Context: an optimization exercise on an open-source flow, tuned for small area. The choices shown serve that exercise and are no tape-out recipe. RTL that was checked went through simulation tests only; none was proved equivalent to the original. Power and IR drop assume default switching activity.

==> v30: inputs <==
Design matrix_alu, start of the top module:
module matrix_alu (
    input  logic        clk,
    input  logic        reset,
    input  logic        start,
    input  logic [2:0]  op,
    input  logic [15:0] a,
    input  logic [15:0] b,
    input  logic [3:0]  scalar,
    output logic [35:0] result,
    output logic [8:0]  det,
    output logic        singular,
    output logic        done
);
clock: 8.0 ns
lec_check: 0
cap_margin: 20
core_margin: 2
core_utilization: 40
cts_buf_list: sky130_fd_sc_hd__clkbuf_8
slew_margin: 20
synth_hierarchical: 1
standard.sh (not shown) runs the stock make flow with config.mk's settings and CLKGATE_MAP_FILE= SYNTH_SCRIPT=/design/flow/synth_recipe.tcl, a recipe that flattens the netlist after the stock synthesis.
==> flow/flow/run.sh <==
#!/bin/bash
# The standard layout, with the smallest buffer (buf_1) on every input and output port
# instead of the delay buffer buffer_ports picks on its own.
set -euo pipefail
cd "$(dirname "$0")/.."
export BUFFER_PORTS_ARGS="-buffer_cell sky130_fd_sc_hd__buf_1"
bash standard.sh > standard.log 2>&1
==> v2 (differences from v30) <==
--- a/flow/design.v
+++ b/flow/design.v
@@ -541,82 +541,90 @@
     wire pp_a112_a221;
     pp_nor u_pp_a112_a221 (.an(a11_n[2]), .bn(a22_n[1]), .y(pp_a112_a221));
     wire pp_a112_a222;
     pp_nor u_pp_a112_a222 (.an(a11_n[2]), .bn(a22_n[2]), .y(pp_a112_a222));
     wire pp_a113_a223;
     pp_nor u_pp_a113_a223 (.an(a11_n[3]), .bn(a22_n[3]), .y(pp_a113_a223));
-    wire pp_a120_a213;
-    pp_nor u_pp_a120_a213 (.an(a12_n[0]), .bn(a21_n[3]), .y(pp_a120_a213));
-    wire pp_a121_a213;
-    pp_nor u_pp_a121_a213 (.an(a12_n[1]), .bn(a21_n[3]), .y(pp_a121_a213));
-    wire pp_a122_a213;
-    pp_nor u_pp_a122_a213 (.an(a12_n[2]), .bn(a21_n[3]), .y(pp_a122_a213));
-    wire pp_a123_a210;
-    pp_nor u_pp_a123_a210 (.an(a12_n[3]), .bn(a21_n[0]), .y(pp_a123_a210));
-    wire pp_a123_a211;
-    pp_nor u_pp_a123_a211 (.an(a12_n[3]), .bn(a21_n[1]), .y(pp_a123_a211));
-    wire pp_a123_a212;
-    pp_nor u_pp_a123_a212 (.an(a12_n[3]), .bn(a21_n[2]), .y(pp_a123_a212));
-    wire d_228 = ~(pp_a110_a220 ^ ~(a12[0] & a21[0]));
-    wire d_229 = pp_a110_a220 | ~(a12[0] & a21[0]);
-    wire d_230 = ~(pp_a110_a221 ^ pp_a111_a220);
-    wire d_231 = pp_a110_a221 | pp_a111_a220;
+    wire pp_a12_n0_a210;
+    pp_nor u_pp_a12_n0_a210 (.an(a12[0]), .bn(a21_n[0]), .y(pp_a12_n0_a210));
+    wire pp_a12_n0_a211;
+    pp_nor u_pp_a12_n0_a211 (.an(a12[0]), .bn(a21_n[1]), .y(pp_a12_n0_a211));
+    wire pp_a12_n0_a212;
+    pp_nor u_pp_a12_n0_a212 (.an(a12[0]), .bn(a21_n[2]), .y(pp_a12_n0_a212));
+    wire pp_a12_n1_a210;
+    pp_nor u_pp_a12_n1_a210 (.an(a12[1]), .bn(a21_n[0]), .y(pp_a12_n1_a210));
+    wire pp_a12_n1_a211;
+    pp_nor u_pp_a12_n1_a211 (.an(a12[1]), .bn(a21_n[1]), .y(pp_a12_n1_a211));
+    wire pp_a12_n1_a212;
+    pp_nor u_pp_a12_n1_a212 (.an(a12[1]), .bn(a21_n[2]), .y(pp_a12_n1_a212));
+    wire pp_a12_n2_a210;
+    pp_nor u_pp_a12_n2_a210 (.an(a12[2]), .bn(a21_n[0]), .y(pp_a12_n2_a210));
+    wire pp_a12_n2_a211;
+    pp_nor u_pp_a12_n2_a211 (.an(a12[2]), .bn(a21_n[1]), .y(pp_a12_n2_a211));
+    wire pp_a12_n2_a212;
+    pp_nor u_pp_a12_n2_a212 (.an(a12[2]), .bn(a21_n[2]), .y(pp_a12_n2_a212));
+    wire pp_a12_n3_a213;
+    pp_nor u_pp_a12_n3_a213 (.an(a12[3]), .bn(a21_n[3]), .y(pp_a12_n3_a213));
+    wire d_228, d_229;
+    csa_fa u_d_228 (.a(pp_a110_a220), .b(pp_a12_n0_a210), .c(a21[0]), .s(d_228), .co(d_229));
+    wire d_230, d_231;
+    csa_fa u_d_230 (.a(pp_a110_a221), .b(pp_a111_a220), .c(pp_a12_n0_a211), .s(d_230), .co(d_231));
     wire d_232, d_233;
-    csa_fa u_d_232 (.a(~(a12[0] & a21[1])), .b(~(a12[1] & a21[0])), .c(d_229), .s(d_232), .co(d_233));
+    csa_fa u_d_232 (.a(pp_a12_n1_a210), .b(a21[1]), .c(d_229), .s(d_232), .co(d_233));
     wire d_234, d_235;
     csa_ha u_d_234 (.a(d_230), .b(d_232), .s(d_234), .co(d_235));
-    wire d_236 = ~(pp_a110_a222 ^ pp_a111_a221);
-    wire d_237 = pp_a110_a222 | pp_a111_a221;
+    wire d_236, d_237;
+    csa_fa u_d_236 (.a(pp_a110_a222), .b(pp_a111_a221), .c(pp_a112_a220), .s(d_236), .co(d_237));
     wire d_238, d_239;
-    csa_fa u_d_238 (.a(pp_a112_a220), .b(~(a12[0] & a21[2])), .c(~(a12[1] & a21[1])), .s(d_238), .co(d_239));
+    csa_fa u_d_238 (.a(pp_a12_n0_a212), .b(pp_a12_n1_a211), .c(pp_a12_n2_a210), .s(d_238), .co(d_239));
     wire d_240, d_241;
-    csa_fa u_d_240 (.a(~(a12[2] & a21[0])), .b(d_231), .c(d_236), .s(d_240), .co(d_241));
+    csa_fa u_d_240 (.a(a21[2]), .b(d_231), .c(d_236), .s(d_240), .co(d_241));
     wire d_242, d_243;
     csa_fa u_d_242 (.a(d_238), .b(d_233), .c(d_240), .s(d_242), .co(d_243));
     wire d_244, d_245;
     csa_ha u_d_244 (.a(d_235), .b(d_242), .s(d_244), .co(d_245));
     wire d_246 = ~(~(a11[0] & a22[3]) ^ pp_a111_a222);
     wire d_247 = ~(a11[0] & a22[3]) | pp_a111_a222;
     wire d_248, d_249;
-    csa_fa u_d_248 (.a(pp_a112_a221), .b(~(a11[3] & a22[0])), .c(pp_a120_a213), .s(d_248), .co(d_249));
+    csa_fa u_d_248 (.a(pp_a112_a221), .b(~(a11[3] & a22[0])), .c(~(a12_n[0] & a21[3])), .s(d_248), .co(d_249));
     wire d_250, d_251;
-    csa_fa u_d_250 (.a(~(a12[1] & a21[2])), .b(~(a12[2] & a21[1])), .c(pp_a123_a210), .s(d_250), .co(d_251));
+    csa_fa u_d_250 (.a(pp_a12_n1_a212), .b(pp_a12_n2_a211), .c(~(a12_n[3] & a21[0])), .s(d_250), .co(d_251));
     wire d_252, d_253;
-    csa_fa u_d_252 (.a(d_237), .b(d_246), .c(d_239), .s(d_252), .co(d_253));
+    csa_fa u_d_252 (.a(~a21[3]), .b(d_246), .c(d_237), .s(d_252), .co(d_253));
     wire d_254, d_255;
-    csa_fa u_d_254 (.a(d_248), .b(d_250), .c(d_241), .s(d_254), .co(d_255));
+    csa_fa u_d_254 (.a(d_239), .b(d_248), .c(d_250), .s(d_254), .co(d_255));
     wire d_256, d_257;
-    csa_fa u_d_256 (.a(d_252), .b(d_254), .c(d_243), .s(d_256), .co(d_257));
+    csa_fa u_d_256 (.a(d_241), .b(d_252), .c(d_254), .s(d_256), .co(d_257));
     wire d_258, d_259;
-    csa_ha u_d_258 (.a(d_245), .b(d_256), .s(d_258), .co(d_259));
+    csa_fa u_d_258 (.a(d_243), .b(d_256), .c(d_245), .s(d_258), .co(d_259));
     wire d_260 = ~(~(a11[1] & a22[3]) ^ pp_a112_a222);
     wire d_261 = ~(a11[1] & a22[3]) | pp_a112_a222;
     wire d_262, d_263;
-    csa_fa u_d_262 (.a(~(a11[3] & a22[1])), .b(pp_a121_a213), .c(~(a12[2] & a21[2])), .s(d_262), .co(d_263));
+    csa_fa u_d_262 (.a(~(a11[3] & a22[1])), .b(~(a12_n[1] & a21[3])), .c(pp_a12_n2_a212), .s(d_262), .co(d_263));
     wire d_264, d_265;
-    csa_fa u_d_264 (.a(pp_a123_a211), .b(d_247), .c(d_260), .s(d_264), .co(d_265));
+    csa_fa u_d_264 (.a(~(a12_n[3] & a21[1])), .b(d_247), .c(d_260), .s(d_264), .co(d_265));
     wire d_266, d_267;
     csa_fa u_d_266 (.a(d_249), .b(d_251), .c(d_262), .s(d_266), .co(d_267));
     wire d_268, d_269;
-    csa_fa u_d_268 (.a(d_264), .b(d_253), .c(d_266), .s(d_268), .co(d_269));
+    csa_fa u_d_268 (.a(d_264), .b(d_253), .c(d_255), .s(d_268), .co(d_269));
     wire d_270, d_271;
-    csa_fa u_d_270 (.a(d_255), .b(d_268), .c(d_257), .s(d_270), .co(d_271));
+    csa_fa u_d_270 (.a(d_266), .b(d_268), .c(d_257), .s(d_270), .co(d_271));
     wire d_272, d_273;
-    csa_ha u_d_272 (.a(d_259), .b(d_270), .s(d_272), .co(d_273));
+    csa_ha u_d_272 (.a(d_270), .b(d_259), .s(d_272), .co(d_273));
     wire d_274, d_275;
-    csa_fa u_d_274 (.a(~(a11[2] & a22[3])), .b(~(a11[3] & a22[2])), .c(pp_a122_a213), .s(d_274), .co(d_275));
+    csa_fa u_d_274 (.a(~(a11[2] & a22[3])), .b(~(a11[3] & a22[2])), .c(~(a12_n[2] & a21[3])), .s(d_274), .co(d_275));
     wire d_276, d_277;
-    csa_fa u_d_276 (.a(pp_a123_a212), .b(d_261), .c(d_263), .s(d_276), .co(d_277));
+    csa_fa u_d_276 (.a(~(a12_n[3] & a21[2])), .b(d_261), .c(d_263), .s(d_276), .co(d_277));
     wire d_278, d_279;
     csa_fa u_d_278 (.a(d_274), .b(d_265), .c(d_267), .s(d_278), .co(d_279));
     wire d_280, d_281;
-    csa_fa u_d_280 (.a(d_276), .b(d_278), .c(d_269), .s(d_280), .co(d_281));
+    csa_fa u_d_280 (.a(d_276), .b(d_269), .c(d_278), .s(d_280), .co(d_281));
     wire d_282, d_283;
-    csa_fa u_d_282 (.a(d_280), .b(d_271), .c(d_273), .s(d_282), .co(d_283));
+    csa_fa u_d_282 (.a(d_271), .b(d_280), .c(d_273), .s(d_282), .co(d_283));
     wire d_284, d_285;
-    csa_fa u_d_284 (.a(pp_a113_a223), .b(~(a12[3] & a21[3])), .c(d_275), .s(d_284), .co(d_285));
+    csa_fa u_d_284 (.a(pp_a113_a223), .b(pp_a12_n3_a213), .c(d_275), .s(d_284), .co(d_285));
     wire d_286, d_287;
     csa_fa u_d_286 (.a(d_277), .b(d_284), .c(d_279), .s(d_286), .co(d_287));
     wire d_288, d_289;
     csa_fa u_d_288 (.a(d_286), .b(d_281), .c(d_283), .s(d_288), .co(d_289));
     wire d_290 = d_285 ^ d_287;
     wire d_291 = d_290 ^ d_289;
- CTS_BUF_LIST: sky130_fd_sc_hd__clkbuf_8 -> sky130_fd_sc_hd__clkbuf_4
- CTS_CLUSTER_SIZE: not set -> 12
==> run notes <==
- Between v2 and v30, the lower combinational power is in v30 (gap about 4%, measured against v30).
- Of v30 and v2, v2 has the higher wire length (gap 0.60%, measured against v2).
- Against v2, the sequential share of layout area of v30 is lower by 0.085 points.
- Of v30 and v2, v30 has the higher core utilization (gap 0.27 points).
- Against v30, the synthesized cell count of v2 is smaller by 1.8%.
- Of v30 and v2, v30 has the higher final cell count (gap about 1.6%, measured against v2).
- Maximum frequency: v30 is lower than v2 (0.83%).
- v2 finished clean. v30 finished with timing, DRC and antenna clean.
- In global-route usage, v30 and v2 hardly differ.
Function not checked in v2: the RTL went through the layout flow alone.

static timing again, ports no longer ideal:
The results above use ideal ports. As a check the final layouts listed here were re-extracted and re-timed, cells and wires unchanged. Step 1 sets driving cells, clkbuf_16 on the clock port and buf_2 on the other inputs (assumed; they add their load-dependent delay and slew). Step 2 moves the port delays by t, midway between the first and last clock arrival at a register: inputs arrive t later, outputs are due t later. That takes back most of the time a late clock gives input paths. a / b / c = ideal ports / drivers / drivers and shift; a / b = the first two.
| run | shift t [ns] | setup WS [ns] | hold WS [ns] | slew at the worst register clock pin (ns) | worst slew at a driven data input, ns |
|---|---|---|---|---|---|
| v30 | 0.309 | 0.624 / 0.595 / 0.905 | 0.618 / 0.618 / 0.618 | 0.07 / 0.07 | 0.03 |
| v2 | 0.351 | 0.685 / 0.658 / 1.009 | 0.613 / 0.613 / 0.613 | 0.12 / 0.12 | 0.03 |
After both steps setup and hold are still met in every run listed.
